Context: an optimization exercise on an open-source flow, tuned for small area. The choices shown serve that exercise and are no tape-out recipe. RTL that was checked went through simulation tests only; none was proved equivalent to the original. For runs 1 and 4, only the layout was checked, not whether the RTL still works. Power figures rest on the tool's default switching activity, not on a simulated workload.

$ cat design/flow/flow/run.sh
#!/bin/bash
# The standard ORFS layout (standard.sh) with these changes:
#  * synthesis keeps the multiply-step module dma_csr_mac apart until
#    technology mapping, maps it with ORFS's own (speed) ABC script and the
#    rest of the design with an area-oriented one (flow/abc_area.script,
#    no delay target); flow/synth.tcl is synth_recipe.tcl with that abc
#    call wrapped, and flattens and renames as synth_recipe.tcl does;
#  * the port buffers use the smallest buffer cell.
set -euo pipefail
here=$(pwd)
export MY_ABC_SCRIPT=$here/flow/abc_area.script
export MY_ABC_NOD=1
export MY_ABC_SPEED_MODULES=dma_csr_mac
export SYNTH_KEEP_MODULES=dma_csr_mac
export BUFFER_PORTS_ARGS="-buffer_cell sky130_fd_sc_hd__buf_1"
sed "s#SYNTH_SCRIPT=[^ ]*#SYNTH_SCRIPT=$here/flow/synth.tcl#" standard.sh > own_standard.sh
bash own_standard.sh > standard_flow.log 2>&1
$ cat design/flow/flow/abc_area.script
strash; dc2; balance; rewrite; refactor; balance; rewrite; rewrite -z; balance; refactor -z; rewrite -z; balance; &get -n; &dch -f; &nf; &put
$ cat design/flow/flow/synth.tcl
proc synth {args} { yosys synth -nofsm -noshare {*}$args }
if {[info exists ::env(MY_ABC_SCRIPT)]} {
  proc abc {args} {
    set orig $args
    set i [lsearch -exact $args -script]
    if {$i >= 0} { set args [lreplace $args $i [expr {$i+1}] -script $::env(MY_ABC_SCRIPT)] }
    if {[info exists ::env(MY_ABC_NOD)]} {
      set j [lsearch -exact $args -D]
      if {$j >= 0} { set args [lreplace $args $j [expr {$j+1}]] }
    }
    if {[info exists ::env(MY_ABC_SPEED_MODULES)]} {
      puts "MY_ABC speed: $orig $::env(MY_ABC_SPEED_MODULES)"
      yosys abc {*}$orig {*}$::env(MY_ABC_SPEED_MODULES)
      puts "MY_ABC area: $args $::env(DESIGN_NAME)"
      yosys abc {*}$args $::env(DESIGN_NAME)
    } else {
      puts "MY_ABC: $args"
      yosys abc {*}$args
    }
  }
}
source $::env(SCRIPTS_DIR)/synth.tcl
# left out here: clear keep_hierarchy, flatten, clean up, hide names made inside functions, write 1_2_yosys.v
$ cat design/flow/standard.sh
#!/bin/bash
# synth_recipe.tcl (not shown) runs the flow's synth.tcl, then flattens the netlist and writes it again
# the make line also repeats each setting of config.mk as NAME=value (left out here)
make -C /OpenROAD-flow-scripts/flow DESIGN_CONFIG=/design/flow/config.mk WORK_HOME=/design/flow/orfs CLKGATE_MAP_FILE= SYNTH_SCRIPT=/design/flow/synth_recipe.tcl "${@:-finish}"
$ cat design/flow/config.mk
export PLATFORM = sky130hd
export DESIGN_NAME = dma_csr
export DESIGN_NICKNAME = dma_csr
export VERILOG_FILES = /design/flow/design.v
export SDC_FILE = /design/flow/constraint.sdc
export NUM_CORES = 4
export LEC_CHECK = 0
export CAP_MARGIN = 0
export CORE_MARGIN = 2
export CORE_UTILIZATION = 65
export CTS_BUF_LIST = sky130_fd_sc_hd__clkbuf_16
export CTS_CLUSTER_DIAMETER = 90
export CTS_CLUSTER_SIZE = 28
export GPL_TIMING_DRIVEN = 0
export SLEW_MARGIN = 0
$ cat design/flow/constraint.sdc
create_clock -name core_clock -period 6.5 [get_ports {clk}]
set_input_delay 1.3000 -clock core_clock [delete_from_list [all_inputs] [get_ports {clk}]]
set_output_delay 1.3000 -clock core_clock [all_outputs]
set_load 0.01 [all_outputs]
$ cat design/flow/design.v
`timescale 1ns/1ps
package dma_csr_pkg;
    typedef logic [31:0] csr_word_t;
    typedef logic [3:0]  csr_index_t;
    typedef logic [15:0] dw_len_t;       
    typedef logic [2:0]  tlp_tc_t;
    typedef logic [20:0] cpld_size_t;    
    typedef struct packed {
        logic      psel;
        logic      penable;
        logic      pwrite;
        csr_word_t paddr;
        csr_word_t pwdata;
    } apb_req_t;
    typedef struct packed {
        csr_word_t prdata;
        logic      pready;
        logic      pslverr;
    } apb_rsp_t;
    typedef struct packed {
        logic       valid;
        logic       write;
        csr_index_t index;
        csr_word_t  wdata;
    } csr_access_t;
    typedef struct packed {
        csr_word_t  addr;
        dw_len_t    len;
        tlp_tc_t    tc;
        logic       en_64b;
        logic [7:0] up_addr;
        csr_word_t  count;      
        logic       start;
        logic       int_dis;
    } dma_desc_t;
    typedef struct packed {
        dma_desc_t wr;
        dma_desc_t rd;
    } dma_ctrl_t;
    typedef struct packed {
        csr_word_t  wr_cycles;
        csr_word_t  rd_cycles;
        cpld_size_t cpld_size;
        logic       rd_done;
    } perf_status_t;
endpackage
`timescale 1ns/1ps
module dma_csr_mac (
    input  logic [15:0] len_i,
    input  logic [20:0] count_i,
    input  logic [20:0] wdata_i,
    input  logic        swap_i,      
    input  logic        s1_i,        
    input  logic        s2_i,        
    input  logic [15:0] acc_i,
    output logic [20:0] sum_o
);
    logic [15:0] mul_l;           
    logic [20:0] mul_c;           
    logic [4:0]  mul_k;           
    logic [20:0] mul_a;           
    logic [21:0] row0, row1, row2;
    function automatic [21:0] booth_row(input [2:0] b, input [20:0] c);
        logic       one, two, neg;
        logic [20:0] m;
        one = b[0] ^ b[1];
        two = (b[2] & ~b[1] & ~b[0]) | (~b[2] & b[1] & b[0]);
        neg = b[2] & ~(b[1] & b[0]);
        m   = ({21{one}} & c) | ({21{two}} & {c[19:0], 1'b0});
        booth_row = {neg, m ^ {21{neg}}};
    endfunction
    assign mul_l = swap_i ? len_i : wdata_i[15:0];
    assign mul_c = swap_i ? wdata_i : count_i;
    assign mul_k = s1_i ? mul_l[14:10] : s2_i ? mul_l[9:5] : mul_l[4:0];
    assign mul_a = {(s1_i ? (mul_c[15:0] & {16{mul_l[15]}}) : acc_i), 5'd0};
    assign row0  = booth_row({mul_k[1:0], 1'b0}, mul_c);
    assign row1  = booth_row(mul_k[3:1], mul_c);
    assign row2  = booth_row({1'b0, mul_k[4:3]}, mul_c);
    assign sum_o = mul_a + row0[20:0] + {row1[18:0], 2'b0} + {row2[16:0], 4'b0}
                 + {19'd0, row0[21]} + {17'd0, row1[21], 2'b0};
endmodule
`timescale 1ns/1ps
module dma_csr (
    input  logic        clk,
    input  logic        rst_n,
    input  logic        psel,
    input  logic        penable,
    input  logic        pwrite,
    input  logic [31:0] paddr,
    input  logic [31:0] pwdata,
    output logic [31:0] prdata,
    output logic        pready,
    output logic        pslverr,
    input  logic        mwr_done_i,
    input  logic [20:0] cpld_data_size_i,
    output logic [31:0] wr_addr_o,
    output logic [15:0] wr_len_o,
    output logic [2:0]  wr_tc_o,
    output logic        wr_64b_o,
    output logic [7:0]  wr_up_addr_o,
    output logic [31:0] wr_count_o,
    output logic        wr_start_o,
    output logic        wr_int_dis_o,
    output logic [31:0] rd_addr_o,
    output logic [15:0] rd_len_o,
    output logic [2:0]  rd_tc_o,
    output logic        rd_64b_o,
    output logic [7:0]  rd_up_addr_o,
    output logic [31:0] rd_count_o,
    output logic        rd_start_o,
    output logic        rd_int_dis_o,
    output logic        init_rst_o,
    output logic        mrd_done_o
);
    logic       pready_q;
    logic [3:0] idx_q;           
    logic       commit;          
    logic [15:0] we;
    always_ff @(posedge clk) begin
        pready_q <= rst_n & psel & penable & ~pready_q;
        idx_q    <= paddr[5:2];
    end
    assign pready  = pready_q;
    assign pslverr = pready_q & idx_q[3] & (idx_q[2] | (idx_q[1] & idx_q[0]));
    assign commit  = pready_q & pwrite;
    always_comb begin
        we = '0;
        we[idx_q] = commit;
    end
    logic init_rst_q;
    logic clr;                   
    assign clr = ~rst_n | init_rst_q;
    logic [31:0] wdata_g;
    logic [15:0] ld;
    logic zfirst_q;
    always_ff @(posedge clk)
        zfirst_q <= rst_n & we[0] & pwdata[0] & ~init_rst_q;
    assign wdata_g = pwdata & {32{rst_n & ~zfirst_q}};
    assign ld      = we | {16{~rst_n}};
    always_ff @(posedge clk) begin
        if (ld[0]) init_rst_q <= wdata_g[0];
        if (ld[1]) begin
            wr_int_dis_o <= wdata_g[7];
            rd_int_dis_o <= wdata_g[23];
        end
        if (ld[2]) wr_addr_o <= wdata_g;
        if (ld[3]) begin
            wr_len_o     <= wdata_g[15:0];
            wr_tc_o      <= wdata_g[18:16];
            wr_64b_o     <= wdata_g[19];
            wr_up_addr_o <= wdata_g[31:24];
        end
        if (ld[4]) wr_count_o <= wdata_g;
        if (ld[5]) rd_addr_o <= wdata_g;
        if (ld[6]) begin
            rd_len_o     <= wdata_g[15:0];
            rd_tc_o      <= wdata_g[18:16];
            rd_64b_o     <= wdata_g[19];
            rd_up_addr_o <= wdata_g[31:24];
        end
        if (ld[7]) rd_count_o <= wdata_g;
    end
    always_ff @(posedge clk) begin
        if (clr) begin
            wr_start_o <= 1'b0;
            rd_start_o <= 1'b0;
        end else if (we[1]) begin
            wr_start_o <= pwdata[0];
            rd_start_o <= pwdata[16];
        end
    end
    assign init_rst_o = init_rst_q;
    logic [31:0] wcyc_q, rcyc_q;
    logic        winc_q, rinc_q;
    logic        rd_done_q;
    logic        wsel, rsel;
    assign wsel = (we[8] & ~init_rst_q) | ~rst_n | zfirst_q;
    assign rsel = (we[9] & ~init_rst_q) | ~rst_n | zfirst_q;
    always_ff @(posedge clk) begin
        winc_q <= ~clr & ~we[8] & wr_start_o & ~mwr_done_i;
        rinc_q <= ~clr & ~we[9] & rd_start_o & ~rd_done_q;
        if (wsel) wcyc_q <= wdata_g;
        else      wcyc_q <= wcyc_q + {31'd0, winc_q};
        if (rsel) rcyc_q <= wdata_g;
        else      rcyc_q <= rcyc_q + {31'd0, rinc_q};
    end
    logic        eq_q, m_q;
    logic [20:0] obs_q;           
    logic [20:0] mul_s;
    logic [15:0] acc_q;
    logic [20:0] prod_q;
    logic        s1, s2;          
    logic        s2_q;
    logic        prod_ld;
    logic        prod_zero_q;     
    always_ff @(posedge clk)
        s2_q <= rst_n & psel & ~penable;
    assign s1    = ~s2_q & ~pready_q;
    assign s2    = s2_q;
    dma_csr_mac u_mac (
        .len_i   (rd_len_o),
        .count_i (rd_count_o[20:0]),
        .wdata_i (pwdata[20:0]),
        .swap_i  (paddr[2]),
        .s1_i    (s1),
        .s2_i    (s2),
        .acc_i   (acc_q),
        .sum_o   (mul_s)
    );
    assign prod_ld = commit & (idx_q[3:1] == 3'b011);
    always_ff @(posedge clk) begin
        acc_q <= mul_s[15:0];
        if (prod_ld) prod_q <= mul_s;
        prod_zero_q <= ~rst_n | (prod_zero_q & ~prod_ld);
    end
    always_ff @(posedge clk) begin
        eq_q <= clr | ((prod_q & {21{~prod_zero_q}}) == cpld_data_size_i);
        m_q  <= ~clr & eq_q;
        if (clr)                     rd_done_q <= 1'b0;
        else if (rd_start_o && m_q)  rd_done_q <= 1'b1;
        if (!penable) obs_q <= init_rst_q ? 21'd0 : cpld_data_size_i;
    end
    assign mrd_done_o = rd_done_q;
    logic mwr_done_s, rd_done_s;
    always_ff @(posedge clk) begin
        mwr_done_s <= mwr_done_i;
        rd_done_s  <= rd_done_q;
    end
    logic [15:0] rdsel;
    logic        rdsel_w, rdsel_r, rdsel_o;
    always_comb begin
        rdsel = '0;
        rdsel[idx_q] = 1'b1;
    end
    assign rdsel_w = rdsel[8] | rdsel[12];
    assign rdsel_r = rdsel[9] | rdsel[13];
    assign rdsel_o = rdsel[10] | rdsel[11] | rdsel[14] | rdsel[15];
    assign prdata =
          ({32{rdsel[0]}} & {8'h14, 4'h0, 4'h2, 8'h16, 7'h0, init_rst_q})
        | ({32{rdsel[1]}} & {7'h0, rd_done_s, rd_int_dis_o, 6'h0, rd_start_o,
                            7'h0, mwr_done_s, wr_int_dis_o, 6'h0, wr_start_o})
        | ({32{rdsel[2]}} & wr_addr_o)
        | ({32{rdsel[3]}} & {wr_up_addr_o, 4'h0, wr_64b_o, wr_tc_o, wr_len_o})
        | ({32{rdsel[4]}} & wr_count_o)
        | ({32{rdsel[5]}} & rd_addr_o)
        | ({32{rdsel[6]}} & {rd_up_addr_o, 4'h0, rd_64b_o, rd_tc_o, rd_len_o})
        | ({32{rdsel[7]}} & rd_count_o)
        | ({32{rdsel_w}}  & wcyc_q)
        | ({32{rdsel_r}}  & rcyc_q)
        | ({32{rdsel_o}}  & {11'h0, obs_q});
endmodule
==> results of run 1 <==
logic make-up after synthesis:
group,Yosys count
AO/OA/AOI/OAI,405
AND/OR/NAND/NOR,355
flip-flops,326
buffers and inverters,113
adder cells (fa/ha/maj),65
XOR/XNOR,64
multiplexers,59
per-stage QoR:
stage / hold WS [ns] / worst slack [ns]
after floorplan: 0.407 / 0.0208
after global placement: 0.413 / -1.66
after detailed placement: 0.417 / -1.77
after CTS: 0.443 / 0.0206
after global routing: 0.460 / 0.0180
final: 0.440 / 0.139
worst reg2reg max path, cell delays in order, from the launching register on:
cell and delay [ns]:
dfxtp_1 0.37, nor2_1 0.30, clkbuf_1 0.38, mux2_4 0.40
clkbuf_4 0.25, ha_1 0.31, buf_4 0.18, clkbuf_8 0.17
nand2_1 0.05, o21ai_1 0.07, xor2_1 0.17, fa_1 0.58
fa_1 0.43, ha_1 0.35, a2111o_1 0.45, o2111a_1 0.31
o311a_1 0.38, o31a_1 0.27, o31a_1 0.25
state kept, by name, indices dropped and copies added, names as in the netlist, 3 cells and up:
register,cells
wr_tc_o,3
wr_addr_o,32
acc_q,16
rcyc_q,32
obs_q,21
rd_tc_o,3
rd_count_o,32
rd_addr_o,32
wr_count_o,32
rd_len_o,16
wcyc_q,32
rd_up_addr_o,8
wr_len_o,16
prod_q,21
idx_q,4
wr_up_addr_o,8
per-module statistics from Yosys (local to each module, per instance):
module,cell area [µm²],cells inside,times used,flops+latches
dma_csr,12700,951,1,326
dma_csr_mac,3450,436,1,0
what timing repair did:
action,CTS,global route
pin swaps,1,0
endpoints found under the setup margin,23,5
resized for setup,16,5
setup buffers,1,0
layout make-up:
class,count,area share
well taps,324,0.0219
clock buffers,16,0.0216
inverters,85,0.0172
multi-input cells,948,0.381
plain buffers,26,0.00804
flip-flops and latches,326,0.476
clock inverters,10,0.00250
repair buffers,299,0.0720
where the power goes:
part	internal (mW)	switching [mW]
registers	2.49	0.0826
clock network	0.456	0.629
logic	0.946	1.41
total	3.89	2.13
worst paths after layout:
check / start / end / slack, ns / depth (start not counted)
setup reg to reg: pready_q / prod_q[16] / 0.57 / 18
hold / removal: eq_q / m_q / 0.44 / 1
hold reg to reg: eq_q / m_q / 0.44 / 1
setup / recovery: paddr[2] / prod_q[16] / 0.14 / 16
placed cells by master (no fill, tap or decap), types with 6 or more instances in the layout:
| cell type | synthesis | layout |
|---|---|---|
| nand4_1 | 14 | 14 |
| o21ai_1 | 23 | 24 |
| nor3_1 | 15 | 13 |
| xnor2_1 | 34 | 34 |
| o21ai_0 | 29 | 22 |
| fa_1 | 31 | 31 |
| a222oi_1 | 54 | 54 |
| mux2_2 | 26 | 25 |
| and4_1 | 14 | 14 |
| nor2b_1 | 28 | 27 |
| dfxtp_1 | 97 | 97 |
| inv_1 | 27 | 35 |
| ha_1 | 34 | 33 |
| a22o_1 | 16 | 16 |
| clkbuf_16 | 0 | 16 |
| clkbuf_1 | 17 | 13 |
| o32ai_1 | 31 | 31 |
| mux2i_1 | 19 | 18 |
| buf_1 | 5 | 285 |
| and3_2 | 0 | 6 |
| nor2_1 | 49 | 48 |
| a21o_1 | 7 | 7 |
| nand3_1 | 23 | 23 |
| a221oi_1 | 15 | 15 |
| nand2_1 | 141 | 141 |
| xor2_1 | 28 | 28 |
| o21ai_4 | 0 | 6 |
| edfxtp_1 | 229 | 229 |
| a22oi_1 | 30 | 30 |
| clkinv_1 | 57 | 57 |
| and3_1 | 27 | 21 |
| o22ai_1 | 44 | 44 |
| a31oi_1 | 16 | 15 |
| nor4_1 | 7 | 7 |
| and2_0 | 16 | 15 |
| a21oi_1 | 110 | 110 |
per-layer routing:
metal	vias up	share of wire	routed length [µm]
li1	6031	-	-
met1	6749	0.36	19500
met2	1188	0.46	25200
met3	204	0.12	6720
met4	0	0.062	3400
met5	-	0	0
==> impl_metrics.json, run 1 <==
{
  "die_area_mm2": 0.0261,
  "final.period_utilization": 0.979,
  "hold_viol": 0,
  "synth_fa_ha_area_frac": 0.0647,
  "die_w_um": 162,
  "totalPowerFinal_mw": 6.01,
  "antenna_cells": 0,
  "timing.fmax_ghz": 0.157,
  "h-tree-depth": 1,
  "crit_slowest_cell": "mux4_2",
  "critPathTopFamily": "compound AO/OA/AOI/OAI gates",
  "ys_async_sr_fraction": 0,
  "floorplan.initialDensity": 0.663,
  "synth_top_family_by_area": "compound AO/OA/AOI/OAI gates",
  "antenna_left": 0,
  "min_period_ns": 6.36,
  "drt_iter0_markers": 2222,
  "numCtsBuffers": 15,
  "yosys.area_share.simple": 0.108,
  "grt_pass1_wl_mm": 80.3,
  "antenna_found_initial": 0,
  "wl_per_cell_um": 27.0,
  "synth_seq_cells": 326,
  "ys.flop_type": "edfxtp_1",
  "drv_cap": 0,
  "clk_pin_slew_ns": 0.10,
  "dp_cells": 2009,
  "synth.most_common_cell": "edfxtp_1",
  "max-slew-margin-rel": 0.0560,
  "final.setup_skew_ns": 0.0148,
  "grt_max_degree": 34,
  "clkSinkCount": 326,
  "worstMarginPinSlew_ns": 1.42,
  "holdCritPathClass": "flip-flop to flip-flop",
  "synth.distinct_cells": 70,
  "die_h_um": 162,
  "yosysSeqAreaShare": 0.546,
  "final_cells": 2034,
  "synth-xor-area-share": 0.0364,
  "seq_area_mm2": 0.00882,
  "leakagePower_nw": 6.76,
  "num_rows": 57,
  "met1_usage": 0.546,
  "grt.met2_usage": 0.650,
  "stdcell_area_mm2": 0.0185,
  "cp-end-kind": "flip-flop",
  "critPathArrivalTime_ns": 6.63,
  "max-vdd-ir-drop_mv": 0.458,
  "yosysTopAreaCellShare": 0.425,
  "finalCoreUtilization": 0.759,
  "syn_area_per_cell_um2": 11.7,
  "finalSetupTns_ns": 0,
  "muxShareOfSynthArea": 0.0440,
  "path_max_fanout": 10,
  "netlist_top_cells_count": "edfxtp_1 (229), nand2_1 (141), a21oi_1 (110)",
  "synthToLayoutAreaGrowth_pct": 14.6,
  "clock-root-buffer": "clkbuf_16",
  "dpl.hpwl_mm": 39.9,
  "status": "finished clean",
  "io_buffers": 286,
  "syn_inst": 1387,
  "setup_viol": 0,
  "place_congestion": 0.997,
  "worstSetupStartpointType": "primary input",
  "synth_largest_area_cell": "edfxtp_1",
  "drt-pass1-iter-count": 7,
  "drt-total-wl_mm": 54.8,
  "route.detailed.drc": 0,
  "cts_buffer_depth": 3,
  "globalRouteMet3Util": 0.0751,
  "multi_input_area_mm2": 0.00705,
  "synth-edff-count": 229,
  "worstSetupPathType": "primary input to flip-flop",
  "synth_area_leaders": "edfxtp_1 (43%), dfxtp_1 (12%), fa_1 (3.8%)",
  "synth-compound-area-share": 0.174,
  "place_area_mm2": 0.0180,
  "drv_slew": 0,
  "gr-usage-all-layers": 0.412,
  "path_buf_inv": 2,
  "overflow": 0,
  "crit_chain": "buf_4, mux4_2, mux2i_2, nor3_1, a31oi_4, buf_2, o21ai_1, xor2_1, fa_1, fa_1, ha_1, a2111o_1, o2111a_1, o311a_1, o31a_1, o31a_1",
  "vias_per_cell": 6.97,
  "grt_pass1_vias": 13384,
  "synth_warnings": 2,
  "worstPathRequired_ns": 6.77,
  "power.density_mw_per_mm2": 325,
  "ctsHoldBuffers": 0,
  "top_usage_layer": "met2",
  "fin_nets": 1857,
  "clock_latency_ns": 0.52,
  "netlist_area_mm2": 0.0162,
  "rsz0062_at_grt": "false",
  "cp_slowest_stage_delay_ns": 0.59,
  "pin_count": 315,
  "layout-drive-gt1-share": 0.0614,
  "fp.coreArea_mm2": 0.0244,
  "vias": 14172,
  "cts_tree": "built",
  "fillCellCount": 1710,
  "synth_nets": 1543
}
==> run 2: changes to the inputs <==
--- a/design/flow/design.v
+++ b/design/flow/design.v
@@ -192,7 +192,7 @@
     logic        s1, s2;          
     logic        s2_q;
     logic        prod_ld;
-    logic        prod_zero_q;     
+    logic        rst_prev_q;      
     always_ff @(posedge clk)
         s2_q <= rst_n & psel & ~penable;
     assign s1    = ~s2_q & ~pready_q;
@@ -207,18 +207,18 @@
         .acc_i   (acc_q),
         .sum_o   (mul_s)
     );
-    assign prod_ld = commit & (idx_q[3:1] == 3'b011);
+    assign prod_ld = (commit & (idx_q[3:1] == 3'b011)) | rst_prev_q;
     always_ff @(posedge clk) begin
         acc_q <= mul_s[15:0];
         if (prod_ld) prod_q <= mul_s;
-        prod_zero_q <= ~rst_n | (prod_zero_q & ~prod_ld);
-    end
-    always_ff @(posedge clk) begin
-        eq_q <= clr | ((prod_q & {21{~prod_zero_q}}) == cpld_data_size_i);
+        rst_prev_q <= ~rst_n;
+    end
+    always_ff @(posedge clk) begin
+        eq_q <= clr | (prod_q == cpld_data_size_i);
         m_q  <= ~clr & eq_q;
         if (clr)                     rd_done_q <= 1'b0;
         else if (rd_start_o && m_q)  rd_done_q <= 1'b1;
-        if (!penable) obs_q <= init_rst_q ? 21'd0 : cpld_data_size_i;
+        if (!penable) obs_q <= cpld_data_size_i;
     end
     assign mrd_done_o = rd_done_q;
     logic mwr_done_s, rd_done_s;
@@ -234,7 +234,7 @@
     end
     assign rdsel_w = rdsel[8] | rdsel[12];
     assign rdsel_r = rdsel[9] | rdsel[13];
-    assign rdsel_o = rdsel[10] | rdsel[11] | rdsel[14] | rdsel[15];
+    assign rdsel_o = (rdsel[10] | rdsel[11] | rdsel[14] | rdsel[15]) & ~init_rst_q;
     assign prdata =
           ({32{rdsel[0]}} & {8'h14, 4'h0, 4'h2, 8'h16, 7'h0, init_rst_q})
         | ({32{rdsel[1]}} & {7'h0, rd_done_s, rd_int_dis_o, 6'h0, rd_start_o,
==> impl_metrics.json, run 2 <==
{
  "whs_path_depth": 1,
  "synth_area_leaders": "edfxtp_1 (43%), dfxtp_1 (12%), a222oi_1 (4.0%)",
  "rr_startpoint": "pready_q",
  "status": "finished clean",
  "grt_max_degree": 34,
  "route.detailed.drc": 0,
  "clk_pin_slew_ns": 0.11,
  "wl_per_cell_um": 27.7,
  "num_rows": 57,
  "layout-drive-gt1-share": 0.0629,
  "cts_tree": "built",
  "setup_viol": 0,
  "syn_area_per_cell_um2": 11.9,
  "worstPathRequired_ns": 6.77,
  "synth.distinct_cells": 67,
  "antenna_found_initial": 2,
  "synth.most_common_cell": "edfxtp_1",
  "cp-end-kind": "flip-flop",
  "place_congestion": 1.03,
  "io_buffers": 286,
  "clkSinkCount": 326,
  "grt_pass1_vias": 13102,
  "yosysSeqAreaShare": 0.554,
  "antenna_left": 0,
  "synth_warnings": 2,
  "clock-root-buffer": "clkbuf_16",
  "synthToLayoutAreaGrowth_pct": 14.8,
  "finalSetupTns_ns": 0,
  "gr-usage-all-layers": 0.418,
  "min_period_ns": 6.32,
  "critPathArrivalTime_ns": 6.59,
  "ys_async_sr_fraction": 0,
  "totalPowerFinal_mw": 6.17,
  "ys.flop_type": "edfxtp_1",
  "holdPathEnd": "m_q",
  "die_h_um": 160,
  "synth_largest_area_cell": "edfxtp_1",
  "r2r_setup_slack_ns": 0.55,
  "clock_latency_ns": 0.53,
  "final_cells": 1992,
  "cpMostUsedCell": "buf_4",
  "netlist_top_cells_count": "edfxtp_1 (229), nand2_1 (117), a21oi_1 (115)",
  "hold_viol": 0,
  "ctsHoldBuffers": 0,
  "min_from": "eq_q",
  "fp.coreArea_mm2": 0.0242,
  "die_w_um": 160,
  "overflow": 0,
  "path_max_fanout": 20,
  "crit_chain": "buf_4, buf_8, mux4_2, mux2_4, buf_4, ha_1, buf_4, buf_4, nand2_1, o21ai_1, xor2_1, fa_1, fa_1, ha_1, a2111o_1, o2111a_1, o311a_1, o31a_1, o31a_1",
  "vias": 14068,
  "path_buf_inv": 5,
  "r2r_end": "prod_q[16]",
  "holdCritPathClass": "flip-flop to flip-flop",
  "fin_nets": 1815,
  "vias_per_cell": 7.06,
  "most-common-layout-cells": "buf_1 (285), edfxtp_1 (229), nand2_1 (116)",
  "timing.fmax_ghz": 0.158,
  "final.period_utilization": 0.972,
  "drt-total-wl_mm": 55.2,
  "synth-edff-count": 229,
  "die_area_mm2": 0.0258,
  "numCtsBuffers": 15,
  "cts_buffer_depth": 3,
  "h-tree-depth": 1,
  "drv_cap": 0,
  "rsz0062_at_grt": "false",
  "max-slew-margin-rel": 0.102,
  "max-vdd-ir-drop_mv": 0.511,
  "dp_cells": 1966,
  "dpl.hpwl_mm": 39.9,
  "critPathTopFamily": "compound AO/OA/AOI/OAI gates",
  "synth_seq_cells": 326,
  "drt_iter0_markers": 2597,
  "cp_slowest_stage_delay_ns": 0.49,
  "synth_nets": 1499,
  "power.density_mw_per_mm2": 337,
  "floorplan.initialDensity": 0.658,
  "netlist_area_mm2": 0.0159,
  "worstSetupPathType": "primary input to flip-flop",
  "reg2reg_depth": 18,
  "layout_commonest_cell": "buf_1",
  "final.setup_skew_ns": 0.0294,
  "grt_pass1_wl_mm": 80.7,
  "pin_count": 315,
  "drv_slew": 0,
  "leakagePower_nw": 6.73,
  "antenna_cells": 0,
  "drt-pass1-iter-count": 9,
  "yosysTopAreaCellShare": 0.432,
  "worstSetupStartpointType": "primary input",
  "worstMarginPinSlew_ns": 1.34,
  "crit_slowest_cell": "fa_1",
  "syn_inst": 1343
}
run 2: per-stage QoR:
stage	hold WS (ns)	util	instance area (µm²)	worst slack, ns
6_report	0.457	0.756	18300	0.181
5_1_grt	0.508	0.756	18300	0.0243
4_1_cts	0.461	0.755	18300	0.0214
3_5_place_dp	0.429	0.735	17800	-1.71
3_3_place_gp	0.413	0.720	17400	-1.67
2_1_floorplan	0.405	-	15900	0.0208
run 2: area by class of cell:
class	count	area (µm²)
fillers	1697	5900
well taps	324	405
flip-flops and latches	326	8820
clock inverters	11	53.8
multi-input cells	897	6760
clock buffers	15	375
plain buffers	26	145
inverters	92	345
repair buffers	301	1370
run 2: Yosys stat by module (local to each module, per instance):
module / times used / cell area, µm² / flops+latches / cells inside
dma_csr: 1 / 12500 / 326 / 907
dma_csr_mac: 1 / 3450 / 0 / 436
run 2: routing by layer:
metal	vias to the layer above	share of wire	track usage
met5	-	0.00049	0
met4	4	0.047	0.181
met3	211	0.13	0.0925
met2	1232	0.47	0.664
met1	6713	0.35	0.560
li1	5908	-	-
run 2: cells by family (layout without fill, tap and decap cells):
kind of cell               Yosys count  after routing  synth area share
adders and majority gates           65             65            0.0657
xor gates and xnor gates            56             56            0.0325
buffers and inverters              120            445            0.0292
and+or+nand+nor                    302            302            0.0945
muxes                               59             59            0.0447
DFF                                326            326             0.554
AOI/OAI and AO/OA                  415            415             0.179
run 2: power breakdown:
| group | leakage (nW) | switching (mW) | total, mW | internal (mW) |
|---|---|---|---|---|
| Sequential | 3.13 | 0.102 | 2.65 | 2.55 |
| Combinational | 3.36 | 1.45 | 2.44 | 0.984 |
| Clock | 0.243 | 0.642 | 1.08 | 0.434 |
| Total | 6.73 | 2.20 | 6.17 | 3.97 |
run 2: how the worst max path moves through the flow:
stage / from / end / slack (ns) / cells past startpoint
CTS: paddr[2] / prod_q[16] / 0.02 / 20
detailed placement: paddr[2] / prod_q[20] / -1.71 / 22
finish: paddr[2] / prod_q[16] / 0.18 / 19
global route: paddr[2] / prod_q[16] / 0.02 / 19
floorplan: paddr[2] / prod_q[16] / 0.02 / 19
global placement: idx_q[0] / prdata[8] / -1.67 / 9
run 2: what timing repair did:
action                     4_1_cts  5_1_grt
gates resized for setup         15        8
pin swaps                        1        0
hold endpoints to repair         0        0
setup endpoints to repair       23        4
setup buffers                    2        0
cloned                           0        0
==> run 3: changes to the inputs <==
--- a/design/flow/config.mk
+++ b/design/flow/config.mk
@@ -8,8 +8,8 @@
 export CAP_MARGIN = 0
 export CORE_MARGIN = 2
 export CORE_UTILIZATION = 65
-export CTS_BUF_LIST = sky130_fd_sc_hd__clkbuf_16
-export CTS_CLUSTER_DIAMETER = 90
-export CTS_CLUSTER_SIZE = 28
+export CTS_BUF_LIST = sky130_fd_sc_hd__clkbuf_8
+export CTS_CLUSTER_DIAMETER = 60
+export CTS_CLUSTER_SIZE = 16
 export GPL_TIMING_DRIVEN = 0
 export SLEW_MARGIN = 0
==> impl_metrics.json, run 3 <==
{
  "die_area_mm2": 0.0258,
  "route.detailed.drc": 0,
  "clk_pin_slew_ns": 0.10,
  "synth_warnings": 2,
  "max-vdd-ir-drop_mv": 0.511,
  "antenna_cells": 0,
  "ys.flop_type": "edfxtp_1",
  "cpMostUsedCell": "clkbuf_4",
  "overflow": 0,
  "clock-root-buffer": "clkbuf_8",
  "place_congestion": 1.03,
  "pin_count": 315,
  "antenna_left": 0,
  "num_rows": 57,
  "h-tree-depth": 1,
  "status": "finished clean",
  "fin_nets": 1827,
  "vias_per_cell": 7.03,
  "drv_slew": 0,
  "netlist_area_mm2": 0.0159,
  "place_area_mm2": 0.0178,
  "drt_iter0_markers": 2642,
  "worstSetupStartpointType": "primary input",
  "yosysSeqAreaShare": 0.554,
  "fp.coreArea_mm2": 0.0242,
  "most-common-layout-cells": "buf_1 (285), edfxtp_1 (229), nand2_1 (116)",
  "path_max_fanout": 20,
  "syn_area_per_cell_um2": 11.9,
  "critPathArrivalTime_ns": 6.69,
  "crit_chain": "clkbuf_4, buf_8, mux4_2, mux2_4, buf_4, ha_1, clkbuf_4, clkbuf_4, nand2_1, o21ai_1, xor2_1, fa_1, fa_1, ha_1, a2111o_1, o2111a_1, o311a_1, o31a_1, o31a_1",
  "worstMarginPinSlew_ns": 1.35,
  "numCtsBuffers": 25,
  "clock_latency_ns": 0.60,
  "vias": 14151,
  "cp-end-kind": "flip-flop",
  "holdCritPathClass": "flip-flop to flip-flop",
  "layout-drive-gt1-share": 0.0716,
  "power.density_mw_per_mm2": 335,
  "stdcell_area_mm2": 0.0183,
  "timing.fmax_ghz": 0.158,
  "clkSinkCount": 326,
  "drv_cap": 0,
  "min_period_ns": 6.35,
  "floorplan.initialDensity": 0.658,
  "layout_commonest_cell": "buf_1",
  "leakagePower_nw": 6.77,
  "io_buffers": 286,
  "drt-total-wl_mm": 55.3,
  "grt_pass1_wl_mm": 80.8,
  "gr-usage-all-layers": 0.418,
  "synth_largest_area_cell": "edfxtp_1",
  "wl_per_cell_um": 27.5,
  "synthToLayoutAreaGrowth_pct": 15.0,
  "final.setup_skew_ns": 0.0286,
  "synth_area_leaders": "edfxtp_1 (43%), dfxtp_1 (12%), a222oi_1 (4.0%)",
  "crit_slowest_cell": "fa_1",
  "syn_inst": 1343,
  "cp_slowest_stage_delay_ns": 0.49,
  "ctsHoldBuffers": 0,
  "netlist_top_cells_count": "edfxtp_1 (229), nand2_1 (117), a21oi_1 (115)",
  "dpl.hpwl_mm": 39.9,
  "cts_tree": "built",
  "finalSetupTns_ns": 0,
  "grt_max_degree": 34,
  "yosysTopAreaCellShare": 0.432,
  "final.period_utilization": 0.976,
  "synth_seq_cells": 326,
  "worstPathRequired_ns": 6.84,
  "synth.most_common_cell": "edfxtp_1",
  "hold_viol": 0,
  "setup_viol": 0,
  "synth_nets": 1499,
  "die_h_um": 160,
  "worstSetupPathType": "primary input to flip-flop",
  "die_w_um": 160,
  "antenna_found_initial": 1,
  "grt_pass1_vias": 13128,
  "max-slew-margin-rel": 0.101,
  "cts_buffer_depth": 3,
  "synth.distinct_cells": 67,
  "totalPowerFinal_mw": 6.13,
  "fillCellCount": 1697,
  "drt-pass1-iter-count": 10,
  "ys_async_sr_fraction": 0,
  "synth-edff-count": 229
}
==> run 3: cell types whose count changed in the layout (fill, tap and decap cells not counted) <==
cell,delta
clkinv_4,+2
clkbuf_8,+25
inv_6,-1
clkinvlp_4,+2
clkinv_2,+2
inv_1,+6
clkbuf_4,+3
inv_8,-1
clkbuf_16,-15
buf_4,-1
==> run 3: metal layers <==
| layer | GRT usage | vias to the layer above | routed length (µm) |
|---|---|---|---|
| li1 | - | 5954 | - |
| met1 | 0.567 | 6735 | 19300 |
| met2 | 0.662 | 1253 | 25500 |
| met3 | 0.0819 | 207 | 7660 |
| met4 | 0.187 | 2 | 2870 |
| met5 | 0 | - | 13 |
==> run 3: worst max-delay path: cells and delay by family <==
family                     cells  cell delay, ns
xor gates and xnor gates       1            0.24
muxes                          2            0.70
AOI/OAI and AO/OA              6            1.73
buffers and inverters          5            1.05
adders and majority gates      4            1.59
and+or+nand+nor                1            0.07
==> run 3: layout make-up <==
cell class              count  area, µm²  share of cell area
plain buffers              26        145             0.00793
well taps                 324        405              0.0221
repair buffers            303       1390              0.0757
multi-input cells         897       6760               0.369
clock buffers              25        344              0.0188
clock inverters            21       98.8             0.00540
flip-flops and latches    326       8820               0.482
inverters                  92        345              0.0189
==> run 3: report_power, final <==
| part | total (mW) | switching [mW] | internal, mW |
|---|---|---|---|
| combinational | 2.43 | 1.45 | 0.983 |
| clock | 1.05 | 0.682 | 0.367 |
| sequential | 2.65 | 0.101 | 2.55 |
==> run 3: cell families after synthesis <==
group,after synthesis,synth area share
DFF,326,0.554
adders and majority gates,65,0.0657
and+or+nand+nor,302,0.0945
buffers and inverters,120,0.0292
AOI/OAI and AO/OA,415,0.179
muxes,59,0.0447
xor gates and xnor gates,56,0.0325
==> run 3: repair_timing <==
item,CTS,global route
gates cloned,0,0
setup endpoints to repair,22,4
pin swaps,0,1
gates resized for setup,10,12
buffers inserted,0,4
==> run 3: path summary, 6_finish.rpt <==
check / from / to / slack [ns] / cells after the start
hold / removal: eq_q / m_q / 0.45 / 1
setup / recovery: paddr[2] / prod_q[16] / 0.15 / 19
hold reg to reg: eq_q / m_q / 0.45 / 1
setup reg to reg: pready_q / prod_q[16] / 0.47 / 18
==> run 3: metrics by stage <==
step | hold slack (ns) | setup WS (ns) | utilization | cells
floorplan | 0.405 | 0.0208 | - | 1343
global placement | 0.413 | -1.67 | 0.720 | 1953
detailed placement | 0.429 | -1.71 | 0.735 | 1966
CTS | 0.455 | 0.000183 | 0.754 | 2010
global route | 0.474 | -0.00403 | 0.757 | 2014
finish | 0.449 | 0.155 | 0.757 | 2014
==> run 3: per-module statistics from Yosys (local to each module, per instance) <==
module / flops+latches / times used / area, µm² / cells
dma_csr: 326 / 1 / 12500 / 907
dma_csr_mac: 0 / 1 / 3450 / 436
==> run 4: changes to the inputs <==
--- a/design/flow/design.v
+++ b/design/flow/design.v
@@ -186,8 +186,8 @@
     end
     logic        eq_q, m_q;
     logic [20:0] obs_q;           
+    logic        mac_w;           
     logic [20:0] mul_s;
-    logic [15:0] acc_q;
     logic [20:0] prod_q;
     logic        s1, s2;          
     logic        s2_q;
@@ -204,12 +204,12 @@
         .swap_i  (paddr[2]),
         .s1_i    (s1),
         .s2_i    (s2),
-        .acc_i   (acc_q),
+        .acc_i   (obs_q[15:0]),
         .sum_o   (mul_s)
     );
+    assign mac_w = pwrite & (paddr[5:3] == 3'b011);
     assign prod_ld = (commit & (idx_q[3:1] == 3'b011)) | rst_prev_q;
     always_ff @(posedge clk) begin
-        acc_q <= mul_s[15:0];
         if (prod_ld) prod_q <= mul_s;
         rst_prev_q <= ~rst_n;
     end
@@ -218,7 +218,8 @@
         m_q  <= ~clr & eq_q;
         if (clr)                     rd_done_q <= 1'b0;
         else if (rd_start_o && m_q)  rd_done_q <= 1'b1;
-        if (!penable) obs_q <= cpld_data_size_i;
+        if (!penable || mac_w) obs_q[15:0] <= mac_w ? mul_s[15:0] : cpld_data_size_i[15:0];
+        if (!penable) obs_q[20:16] <= cpld_data_size_i[20:16];
     end
     assign mrd_done_o = rd_done_q;
     logic mwr_done_s, rd_done_s;
--- a/design/flow/config.mk
+++ b/design/flow/config.mk
@@ -8,8 +8,8 @@
 export CAP_MARGIN = 0
 export CORE_MARGIN = 2
 export CORE_UTILIZATION = 65
-export CTS_BUF_LIST = sky130_fd_sc_hd__clkbuf_8
-export CTS_CLUSTER_DIAMETER = 60
-export CTS_CLUSTER_SIZE = 16
+export CTS_BUF_LIST = sky130_fd_sc_hd__clkbuf_16
+export CTS_CLUSTER_DIAMETER = 90
+export CTS_CLUSTER_SIZE = 28
 export GPL_TIMING_DRIVEN = 0
 export SLEW_MARGIN = 0
==> impl_metrics.json, run 4 <==
{
  "dpl.hpwl_mm": 39.8,
  "worstSetupPathType": "primary input to flip-flop",
  "fin_hold_ws_ns": 0.477,
  "yosysTopAreaCellShare": 0.436,
  "leakagePower_nw": 6.58,
  "syn_inst": 1346,
  "setup_viol": 0,
  "drt_iter0_markers": 2379,
  "fp.coreArea_mm2": 0.0241,
  "place_area_mm2": 0.0176,
  "fillCellCount": 1698,
  "min_period_ns": 6.29,
  "antenna_found_initial": 1,
  "h-tree-depth": 1,
  "status": "finished clean",
  "num_rows": 57,
  "stdcell_area_mm2": 0.0181,
  "yosys.area_share.simple": 0.102,
  "synth.most_common_cell": "edfxtp_1",
  "route.detailed.drc": 0,
  "overflow": 0,
  "synth_warnings": 2,
  "grt_pass1_wl_mm": 78.8,
  "setup_ws_ns": 0.205,
  "place_congestion": 0.956,
  "fin_nets": 1813,
  "holdCritPathClass": "flip-flop to flip-flop",
  "wl_per_cell_um": 27.5,
  "numCtsBuffers": 15,
  "finalSetupTns_ns": 0,
  "synthToLayoutAreaGrowth_pct": 14.7,
  "synth.distinct_cells": 74,
  "rr_startpoint": "pready_q",
  "clock-root-buffer": "clkbuf_16",
  "crit_slowest_cell": "clkdlybuf4s15_2",
  "cp-end-kind": "flip-flop",
  "layout-drive-gt1-share": 0.0570,
  "max-slew-margin-rel": 0.239,
  "die_h_um": 160,
  "power.density_mw_per_mm2": 319,
  "cp_slowest_stage_delay_ns": 0.52,
  "synth-xor-area-share": 0.0380,
  "antenna_left": 0,
  "netlist_top_cells_count": "edfxtp_1 (229), nand2_1 (119), a21oi_1 (82)",
  "muxShareOfSynthArea": 0.0473,
  "min_from": "rd_done_q",
  "cts_buffer_depth": 3,
  "clock_latency_ns": 0.52,
  "synth_largest_area_cell": "edfxtp_1",
  "synth-compound-area-share": 0.181,
  "floorplan.initialDensity": 0.654,
  "critPathLaunch": "paddr[2]",
  "final.period_utilization": 0.968,
  "die_area_mm2": 0.0255,
  "rsz0062_at_grt": "false",
  "vias": 14020,
  "drv_cap": 0,
  "synth_nets": 1502,
  "io_buffers": 286,
  "ys_async_sr_fraction": 0,
  "critPathArrivalTime_ns": 6.62,
  "timing.fmax_ghz": 0.159,
  "worstSetupStartpointType": "primary input",
  "worstPathRequired_ns": 6.82,
  "pin_count": 315,
  "layout_commonest_cell": "buf_1",
  "cpMostUsedCell": "a21oi_1",
  "hold_viol": 0,
  "synth_top_family_by_area": "compound AO/OA/AOI/OAI gates",
  "grt_pass1_vias": 13111,
  "finalCoreUtilization": 0.750,
  "drv_slew": 0,
  "synth_fa_ha_area_frac": 0.0663,
  "ctsHoldBuffers": 0,
  "cts_tree": "built",
  "drt-total-wl_mm": 54.8,
  "clk_pin_slew_ns": 0.11,
  "die_w_um": 160,
  "yosysSeqAreaShare": 0.539,
  "vias_per_cell": 7.03,
  "gr-usage-all-layers": 0.411,
  "worstMarginPinSlew_ns": 1.14,
  "crit_chain": "buf_2, buf_6, buf_4, clkdlybuf4s15_2, mux2i_1, a21oi_1, ha_4, clkbuf_4, and2_1, fa_1, inv_1, fa_1, inv_1, ha_1, nand2_1, o211ai_1, a211o_1, a21o_1, a21o_1, a21oi_1, xnor2_1, nor2_1, a21oi_1",
  "ys.flop_type": "edfxtp_1",
  "synth_area_leaders": "edfxtp_1 (44%), dfxtp_1 (10%), fa_1 (3.9%)",
  "drt-pass1-iter-count": 8,
  "synth-edff-count": 229,
  "synth_seq_cells": 310,
  "dp_worst_setup_slack_ns": -1.57,
  "grt_max_degree": 34,
  "netlist_area_mm2": 0.0158,
  "syn_area_per_cell_um2": 11.7,
  "most-common-layout-cells": "buf_1 (285), edfxtp_1 (229), nand2_1 (118)",
  "path_max_fanout": 10,
  "final.setup_skew_ns": 0.0316,
  "max-vdd-ir-drop_mv": 0.539,
  "clkSinkCount": 310
}
run 4: cell count changes in the layout (fill, tap and decap cells not counted), sizes merged, moves of 12 or more:
cell,change
nand3,+23
o21ai,+12
a21oi,-33
dfxtp,-16
inv,-19
clkbuf,-15
o22ai,-13
o2bb2ai,+13
nor2,+18
run 4: modules after synthesis, one instance, submodules excluded:
module,area (µm²),cells
dma_csr_mac,3400,420
dma_csr,12400,926
run 4: final timing paths:
path	to	slack (ns)	depth (start not counted)
worst max-delay path	obs_q[14]	0.21	23
worst min-delay path	rd_done_s	0.48	0
worst max register to register	obs_q[14]	0.62	24
worst min register to register	rd_done_s	0.48	0
run 4: cells by family (layout without fill, tap and decap cells):
| kind of cell | after synthesis | after routing |
|---|---|---|
| AOI/OAI and AO/OA | 402 | 402 |
| xor gates and xnor gates | 66 | 66 |
| adders and majority gates | 65 | 65 |
| buffers and inverters | 106 | 426 |
| DFF | 310 | 310 |
| muxes | 63 | 63 |
| other | 0 | 3 |
| and+or+nand+nor | 334 | 334 |
run 4: critical path, delay by kind of cell:
kind	cells	cell delay [ns]
buffers and inverters	7	1.52
AOI/OAI and AO/OA	7	1.56
muxes	1	0.17
and+or+nand+nor	3	0.39
adders and majority gates	4	1.39
xor gates and xnor gates	1	0.28
run 4: what timing repair did:
| action | 4_1_cts | 5_1_grt |
|---|---|---|
| gates resized for setup | 13 | 3 |
| pin swaps | 1 | 1 |
| buffers inserted | 2 | 0 |
| setup endpoints to repair | 20 | 3 |
| hold endpoints to repair | 0 | 0 |
run 4: layout make-up:
type	instances	area, µm²	area share
sequential	310	8500	0.470
multi-input combinational	930	6980	0.386
timing repair buffer	299	1340	0.0740
tap	324	405	0.0224
clock buffer	15	375	0.0207
inverter	76	289	0.0160
buffer	25	134	0.00740
clock inverter	11	63.8	0.00353
antenna	3	7.51	0.000415
run 4: through the flow:
stage	power (mW)	cells
after floorplan	3.91	1346
after global routing	5.99	1990
after global placement	4.63	1956
after detailed placement	4.69	1967
final	5.76	1993
after CTS	5.72	1992
run 4: where the power goes:
group	internal [mW]	switching, mW	total [mW]
combinational	0.813	1.39	2.20
sequential	2.38	0.121	2.50
clock	0.439	0.620	1.06
run 4: routing by layer:
layer,wire length (µm),track usage
met5,0,0
met1,18700,0.515
met2,26200,0.683
met3,6540,0.0730
met4,3400,0.229
==> run 5: changes to the inputs <==
--- a/design/flow/design.v
+++ b/design/flow/design.v
@@ -197,6 +197,7 @@
         s2_q <= rst_n & psel & ~penable;
     assign s1    = ~s2_q & ~pready_q;
     assign s2    = s2_q;
+    assign mac_w = pwrite & (paddr[5:3] == 3'b011);
     dma_csr_mac u_mac (
         .len_i   (rd_len_o),
         .count_i (rd_count_o[20:0]),
@@ -207,7 +208,6 @@
         .acc_i   (obs_q[15:0]),
         .sum_o   (mul_s)
     );
-    assign mac_w = pwrite & (paddr[5:3] == 3'b011);
     assign prod_ld = (commit & (idx_q[3:1] == 3'b011)) | rst_prev_q;
     always_ff @(posedge clk) begin
         if (prod_ld) prod_q <= mul_s;
@@ -218,8 +218,10 @@
         m_q  <= ~clr & eq_q;
         if (clr)                     rd_done_q <= 1'b0;
         else if (rd_start_o && m_q)  rd_done_q <= 1'b1;
-        if (!penable || mac_w) obs_q[15:0] <= mac_w ? mul_s[15:0] : cpld_data_size_i[15:0];
-        if (!penable) obs_q[20:16] <= cpld_data_size_i[20:16];
+        if (!penable || mac_w)
+            obs_q[15:0] <= mac_w ? mul_s[15:0] : cpld_data_size_i[15:0];
+        if (!penable)
+            obs_q[20:16] <= cpld_data_size_i[20:16];
     end
     assign mrd_done_o = rd_done_q;
     logic mwr_done_s, rd_done_s;
==> impl_metrics.json, run 5 <==
{
  "synth_fa_ha_area_frac": 0.0663,
  "h-tree-depth": 1,
  "muxShareOfSynthArea": 0.0473,
  "syn_inst": 1346,
  "worstSetupPathType": "primary input to flip-flop",
  "clock_power_share": 0.184,
  "hold_viol": 0,
  "fp.coreArea_mm2": 0.0241,
  "power.internal_mw": 3.63,
  "ctsHoldBuffers": 0,
  "finalSetupTns_ns": 0,
  "worstPathRequired_ns": 6.82,
  "vias_per_cell": 7.03,
  "finalCoreUtilization": 0.750,
  "yosysSeqAreaShare": 0.539,
  "drt-pass1-iter-count": 8,
  "io_buffers": 286,
  "drt_iter0_markers": 2379,
  "die_h_um": 160,
  "antenna_found_initial": 1,
  "power.density_mw_per_mm2": 319,
  "totalPowerFinal_mw": 5.76,
  "synth-edff-count": 229,
  "die_w_um": 160,
  "cp-end-kind": "flip-flop",
  "numCtsBuffers": 15,
  "pin_count": 315,
  "floorplan.initialDensity": 0.654,
  "vias": 14020,
  "cts_tree": "built",
  "netlist_area_mm2": 0.0158,
  "multi_input_area_mm2": 0.00698,
  "place_congestion": 0.956,
  "stdcell_area_mm2": 0.0181,
  "setup_ws_ns": 0.205,
  "synth_top_family_by_area": "compound AO/OA/AOI/OAI gates",
  "dpl.hpwl_mm": 39.8,
  "syn_area_per_cell_um2": 11.7,
  "clkSinkCount": 310,
  "setup_viol": 0,
  "synth_largest_area_cell": "edfxtp_1",
  "layout-drive-gt1-share": 0.0570,
  "wl_per_cell_um": 27.5,
  "critPathArrivalTime_ns": 6.62,
  "worstSetupStartpointType": "primary input",
  "gr-usage-all-layers": 0.411,
  "status": "finished clean",
  "min_period_ns": 6.29,
  "drt-total-wl_mm": 54.8,
  "clock_latency_ns": 0.52,
  "overflow": 0,
  "seq_area_mm2": 0.00850,
  "swShare": 0.370,
  "grt_pass1_vias": 13111,
  "most-common-layout-cells": "buf_1 (285), edfxtp_1 (229), nand2_1 (118)",
  "synthToLayoutAreaGrowth_pct": 14.7,
  "cts_buffer_depth": 3,
  "clk_pin_slew_ns": 0.11,
  "drv_cap": 0,
  "rsz0062_at_grt": "false",
  "timing.fmax_ghz": 0.159,
  "ys.flop_type": "edfxtp_1",
  "switchingPower_mw": 2.13,
  "grt_max_degree": 34,
  "drv_slew": 0,
  "yosysTopAreaCellShare": 0.436,
  "ys_async_sr_fraction": 0,
  "place_area_mm2": 0.0176,
  "final.setup_skew_ns": 0.0316,
  "die_area_mm2": 0.0255,
  "antenna_left": 0,
  "route.detailed.drc": 0,
  "layout_commonest_cell": "buf_1",
  "synth.most_common_cell": "edfxtp_1",
  "final.period_utilization": 0.968,
  "worstMarginPinSlew_ns": 1.14,
  "max-vdd-ir-drop_mv": 0.539,
  "synth_area_leaders": "edfxtp_1 (44%), dfxtp_1 (10%), fa_1 (3.9%)",
  "max-slew-margin-rel": 0.239,
  "netlist_top_cells_count": "edfxtp_1 (229), nand2_1 (119), a21oi_1 (82)",
  "grt_pass1_wl_mm": 78.8,
  "p_seq_frac": 0.434,
  "yosys.area_share.simple": 0.102,
  "holdCritPathClass": "flip-flop to flip-flop",
  "clock-root-buffer": "clkbuf_16",
  "leakagePower_nw": 6.58,
  "synth-compound-area-share": 0.181,
  "synth_nets": 1502,
  "synth.distinct_cells": 74,
  "synth_warnings": 2,
  "fin_nets": 1813,
  "num_rows": 57,
  "synth-xor-area-share": 0.0380,
  "power_frac_comb": 0.382,
  "synth_seq_cells": 310,
  "fillCellCount": 1698,
  "path_max_fanout": 10,
  "dp_worst_setup_slack_ns": -1.57
}
[run 5: cell counts in the layout (fill, tap and decap cells not counted)]
No cell type changed its count.
[run 5: power groups by stage]
stage	clock, mW	sequential [mW]	combinational [mW]
global route	1.12	2.51	2.36
finish	1.06	2.50	2.20
CTS	1.05	2.49	2.18
detailed placement	0	2.54	2.15
floorplan	0	2.52	1.39
global placement	0	2.54	2.10
[run 5: repair_timing]
action | CTS | global route
setup endpoints to repair | 20 | 3
resized for setup | 13 | 3
buffers inserted | 2 | 0
pin swaps | 1 | 1
[run 5: worst paths after layout]
path | startpoint | end | slack [ns] | cells past startpoint
setup reg to reg | pready_q | obs_q[14] | 0.62 | 24
hold reg to reg | rd_done_q | rd_done_s | 0.48 | 0
setup / recovery | paddr[2] | obs_q[14] | 0.21 | 23
hold / removal | rd_done_q | rd_done_s | 0.48 | 0
[run 5: Yosys stat by module, one instance, submodules excluded]
module,flip-flops and latches,cells inside,copies in the design,cell area (µm²)
dma_csr,310,926,1,12400
dma_csr_mac,0,420,1,3400
[run 5: area by class of cell]
class,instances,area share
Antenna cell,3,0.000415
Buffer,25,0.00740
Clock buffer,15,0.0207
Clock inverter,11,0.00353
Inverter,76,0.0160
Multi-Input combinational cell,930,0.386
Sequential cell,310,0.470
Tap cell,324,0.0224
Timing Repair Buffer,299,0.0740
[run 5: routing by layer]
layer  vias to the layer above  global-route usage  share of wire
li1                       5919                   -              -
met3                       211              0.0730           0.12
met5                         -                   0              0
met1                      6771               0.515           0.34
met4                         0               0.229          0.062
met2                      1119               0.683           0.48
[run 5: worst max-delay path, stage by stage]
cell	delay (ns)
buf_2	0.18
buf_6	0.21
buf_4	0.25
clkdlybuf4s15_2	0.52
mux2i_1	0.17
a21oi_1	0.31
ha_4	0.30
clkbuf_4	0.21
and2_1	0.17
fa_1	0.41
inv_1	0.08
fa_1	0.42
inv_1	0.07
ha_1	0.26
nand2_1	0.10
o211ai_1	0.14
a211o_1	0.32
a21o_1	0.20
a21o_1	0.18
a21oi_1	0.17
xnor2_1	0.28
nor2_1	0.12
a21oi_1	0.24
[run 5: cells by family after synthesis]
family | count (synthesis)
AOI/OAI and AO/OA | 402
xor gates and xnor gates | 66
adders and majority gates | 65
buffers and inverters | 106
DFF | 310
muxes | 63
and+or+nand+nor | 334
[run 5: metrics by stage]
step                      hold slack, ns  cells
final                              0.477   1993
after global routing               0.469   1990
after CTS                          0.462   1992
after detailed placement           0.434   1967
after global placement             0.424   1956
after floorplan                    0.401   1346
==> run 6: changes to the inputs <==
==> design/flow/flow/abc_area.script (replaced) <==
strash; &get -n; &fraig -x; &put; scorr; dc2; strash; dch -f; &get -n; &nf -R 1000; &put; strash; dch -f; &get -n; &nf -R 1000; &put
==> impl_metrics.json, run 6 <==
{
  "timing.fmax_ghz": 0.158,
  "wl_per_cell_um": 27.6,
  "crit_chain": "buf_2, buf_6, buf_4, buf_6, mux4_2, nor2_1, a21oi_1, ha_2, clkbuf_4, and2_1, fa_1, ha_1, ha_1, a21oi_2, o211ai_1, a21oi_1, o21ai_0, a41o_1, o31ai_2, xnor3_1",
  "synthToLayoutAreaGrowth_pct": 14.7,
  "drt_iter0_markers": 2248,
  "place_congestion": 0.945,
  "cts_buffer_depth": 3,
  "ys.flop_type": "edfxtp_1",
  "path_max_fanout": 10,
  "most-common-layout-cells": "buf_1 (285), edfxtp_1 (229), nand2_1 (118)",
  "hold_viol": 0,
  "netlist_area_mm2": 0.0157,
  "worstSetupStartpointType": "primary input",
  "ys_async_sr_fraction": 0,
  "die_h_um": 159,
  "worstSetupPathType": "primary input to flip-flop",
  "holdCritPathClass": "flip-flop to flip-flop",
  "max-vdd-ir-drop_mv": 0.509,
  "clk_pin_slew_ns": 0.11,
  "io_buffers": 286,
  "drt-pass1-iter-count": 7,
  "max-slew-margin-rel": 0.133,
  "floorplan.initialDensity": 0.664,
  "synth.distinct_cells": 69,
  "drv_cap": 0,
  "status": "finished clean",
  "gr-usage-all-layers": 0.416,
  "critPathArrivalTime_ns": 6.58,
  "synth-edff-count": 229,
  "synth.most_common_cell": "edfxtp_1",
  "antenna_found_initial": 4,
  "numCtsBuffers": 15,
  "yosysSeqAreaShare": 0.542,
  "antenna_left": 0,
  "dp_cells": 1947,
  "fillCellCount": 1606,
  "leakagePower_nw": 6.43,
  "vias": 13839,
  "overflow": 0,
  "cp-end-kind": "flip-flop",
  "drv_slew": 0,
  "synth_warnings": 2,
  "final_cells": 1972,
  "route.detailed.drc": 0,
  "final.setup_skew_ns": 0.0346,
  "num_rows": 56,
  "power.density_mw_per_mm2": 319,
  "syn_area_per_cell_um2": 11.8,
  "die_w_um": 159,
  "fin_nets": 1799,
  "synth_seq_cells": 310,
  "cts_tree": "built",
  "rsz0062_at_grt": "false",
  "synth_area_leaders": "edfxtp_1 (44%), dfxtp_1 (10%), fa_1 (4.0%)",
  "clock_latency_ns": 0.53,
  "pin_count": 315,
  "worstPathRequired_ns": 6.75,
  "fp.coreArea_mm2": 0.0236,
  "yosysTopAreaCellShare": 0.439,
  "final.period_utilization": 0.974,
  "crit_slowest_cell": "mux4_2",
  "path_buf_inv": 5,
  "layout_commonest_cell": "buf_1",
  "cp_slowest_stage_delay_ns": 0.51,
  "dpl.hpwl_mm": 39.5,
  "synth_largest_area_cell": "edfxtp_1",
  "critPathTopFamily": "adder cells",
  "ctsHoldBuffers": 0,
  "synth_nets": 1487,
  "worstMarginPinSlew_ns": 1.30,
  "vias_per_cell": 7.02,
  "h-tree-depth": 1,
  "grt_pass1_vias": 13163,
  "setup_viol": 0,
  "multi_input_area_mm2": 0.00690,
  "syn_inst": 1331,
  "min_period_ns": 6.33,
  "finalCoreUtilization": 0.762,
  "drt-total-wl_mm": 54.4,
  "layout-drive-gt1-share": 0.0575,
  "die_area_mm2": 0.0254,
  "seq_area_mm2": 0.00850,
  "grt_max_degree": 33,
  "clock-root-buffer": "clkbuf_16",
  "netlist_top_cells_count": "edfxtp_1 (229), nand2_1 (119), dfxtp_1 (81)",
  "postCtsSetupRepairBufs": 0,
  "clkSinkCount": 310,
  "grt_pass1_wl_mm": 80.0
}
==> run 6: cell count changes after synthesis, moves of 6 or more <==
| cell | before | now |
|---|---|---|
| a31oi_1 | 11 | 17 |
| mux2_1 | 12 | 6 |
| and3_1 | 22 | 31 |
| nand3_1 | 51 | 29 |
| a21oi_1 | 82 | 68 |
| a222oi_1 | 57 | 43 |
| a22oi_1 | 25 | 39 |
| a22o_1 | 16 | 22 |
| o32ai_1 | 29 | 37 |
| a221oi_1 | 9 | 15 |
| nand4_1 | 11 | 38 |
| xor2_1 | 42 | 34 |
==> run 6: cells by family after synthesis <==
family	share of synthesized area
AOI/OAI and AO/OA	0.184
xor gates and xnor gates	0.0332
adders and majority gates	0.0667
buffers and inverters	0.0264
DFF	0.542
muxes	0.0446
and+or+nand+nor	0.103
==> run 6: power by group <==
group	internal [mW]	switching [mW]	leakage, nW
clock	0.439	0.629	0.244
sequential	2.38	0.119	3.00
combinational	0.803	1.37	3.19
total	3.62	2.12	6.43
==> run 6: final timing paths <==
| check | end | slack, ns | depth (start not counted) | start |
|---|---|---|---|---|
| worst max-delay path | prod_q[20] | 0.17 | 20 | paddr[2] |
| worst min-delay path | rd_done_s | 0.47 | 0 | rd_done_q |
| worst max register to register | prod_q[20] | 0.43 | 22 | s2_q |
| worst min register to register | rd_done_s | 0.47 | 0 | rd_done_q |
==> run 6: routing by layer <==
| layer | GRT usage | share of wire | routed length (µm) |
|---|---|---|---|
| met1 | 0.517 | 0.34 | 18400 |
| met5 | 0 | 0.00033 | 18 |
| met2 | 0.689 | 0.48 | 26100 |
| met3 | 0.0927 | 0.12 | 6690 |
| met4 | 0.212 | 0.060 | 3290 |
==> run 6: repair_timing <==
action / 4_1_cts / 5_1_grt
pin swaps: 1 / 0
gates resized for setup: 10 / 6
setup endpoints to repair: 20 / 3
==> run 6: layout make-up <==
type,instances,area share
inverters,74,0.0156
flip-flops and latches,310,0.472
multi-input cells,917,0.384
plain buffers,28,0.00800
diodes,1,0.000139
well taps,319,0.0222
clock buffers,15,0.0209
clock inverters,11,0.00410
repair buffers,297,0.0732
==> run 6: per-module statistics from Yosys (local to each module, per instance) <==
module	cell area (µm²)	cells inside	flip-flops and latches
dma_csr	12300	911	310
dma_csr_mac	3400	420	0
==> run 6: metrics by stage <==
stage               setup slack (ns)  area (µm²)  hold slack, ns  TNS (ns)  power [mW]
floorplan                      0.217       15700           0.401         0        3.91
global placement               -1.46       17200           0.419    -82.70        4.62
detailed placement             -1.58       17500           0.424    -18.68        4.67
CTS                            0.121       18000           0.443         0        5.69
global route                 0.00882       18000           0.464         0        5.96
finish                         0.171       18000           0.466         0        5.74
==> run 6: worst reg2reg max path, cell delays in order, from the launching register on <==
cell and delay (ns):
dfxtp_1 0.60, nor2_1 0.17, buf_2 0.22, inv_1 0.10, buf_2 0.25, nand2_1 0.11
o21ai_1 0.24, nor2_1 0.10, a22oi_2 0.40, buf_2 0.33, o21ai_1 0.11, xor2_1 0.17
fa_1 0.57, fa_1 0.43, ha_1 0.28, clkbuf_1 0.18, a21o_1 0.19, a21oi_1 0.14
o21a_1 0.14, o21ai_0 0.11, a41o_1 0.30, o31ai_2 0.32, xnor3_1 0.34

separate check: timing with driven ports:
In the flow no input, the clock included, has a driving cell. The finished layouts below were timed again as built, in two steps. Step 1: set_driving_cell puts a clkbuf_16 on clk and a buf_2 on each other input, an assumption about the parent block. Step 2 times the ports against the registers' clock, not the clock port: input delays grow and output delays shrink by t, the midpoint of the rising clock arrivals with the driver on. a / b / c = no drivers / after step 1 / after step 2; a / b = the first two.
| run | t (ns) | setup slack, ns | worst hold slack (ns) | worst data-port slew with drivers (ns) | pins driven straight from the clock port |
|---|---|---|---|---|---|
| run 1 | 0.559 | 0.139 / 0.165 / -0.394 | 0.440 / 0.440 / 0.440 | 0.07 | 1 |
| run 2 | 0.565 | 0.181 / 0.206 / -0.359 | 0.457 / 0.457 / 0.457 | 0.07 | 1 |
| run 3 | 0.635 | 0.155 / 0.177 / -0.458 | 0.449 / 0.449 / 0.449 | 0.07 | 1 |
| run 4 | 0.556 | 0.205 / 0.224 / -0.332 | 0.477 / 0.477 / 0.477 | 0.08 | 1 |
| run 5 | 0.556 | 0.205 / 0.224 / -0.332 | 0.477 / 0.477 / 0.477 | 0.08 | 1 |
| run 6 | 0.561 | 0.171 / 0.198 / -0.363 | 0.466 / 0.466 / 0.466 | 0.07 | 1 |
With both steps, setup timing fails in every run listed, where it was met with ideal ports. For run 3, which loses most, drivers alone change the setup slack by +0.022 ns; drivers and shift together by -0.613 ns.
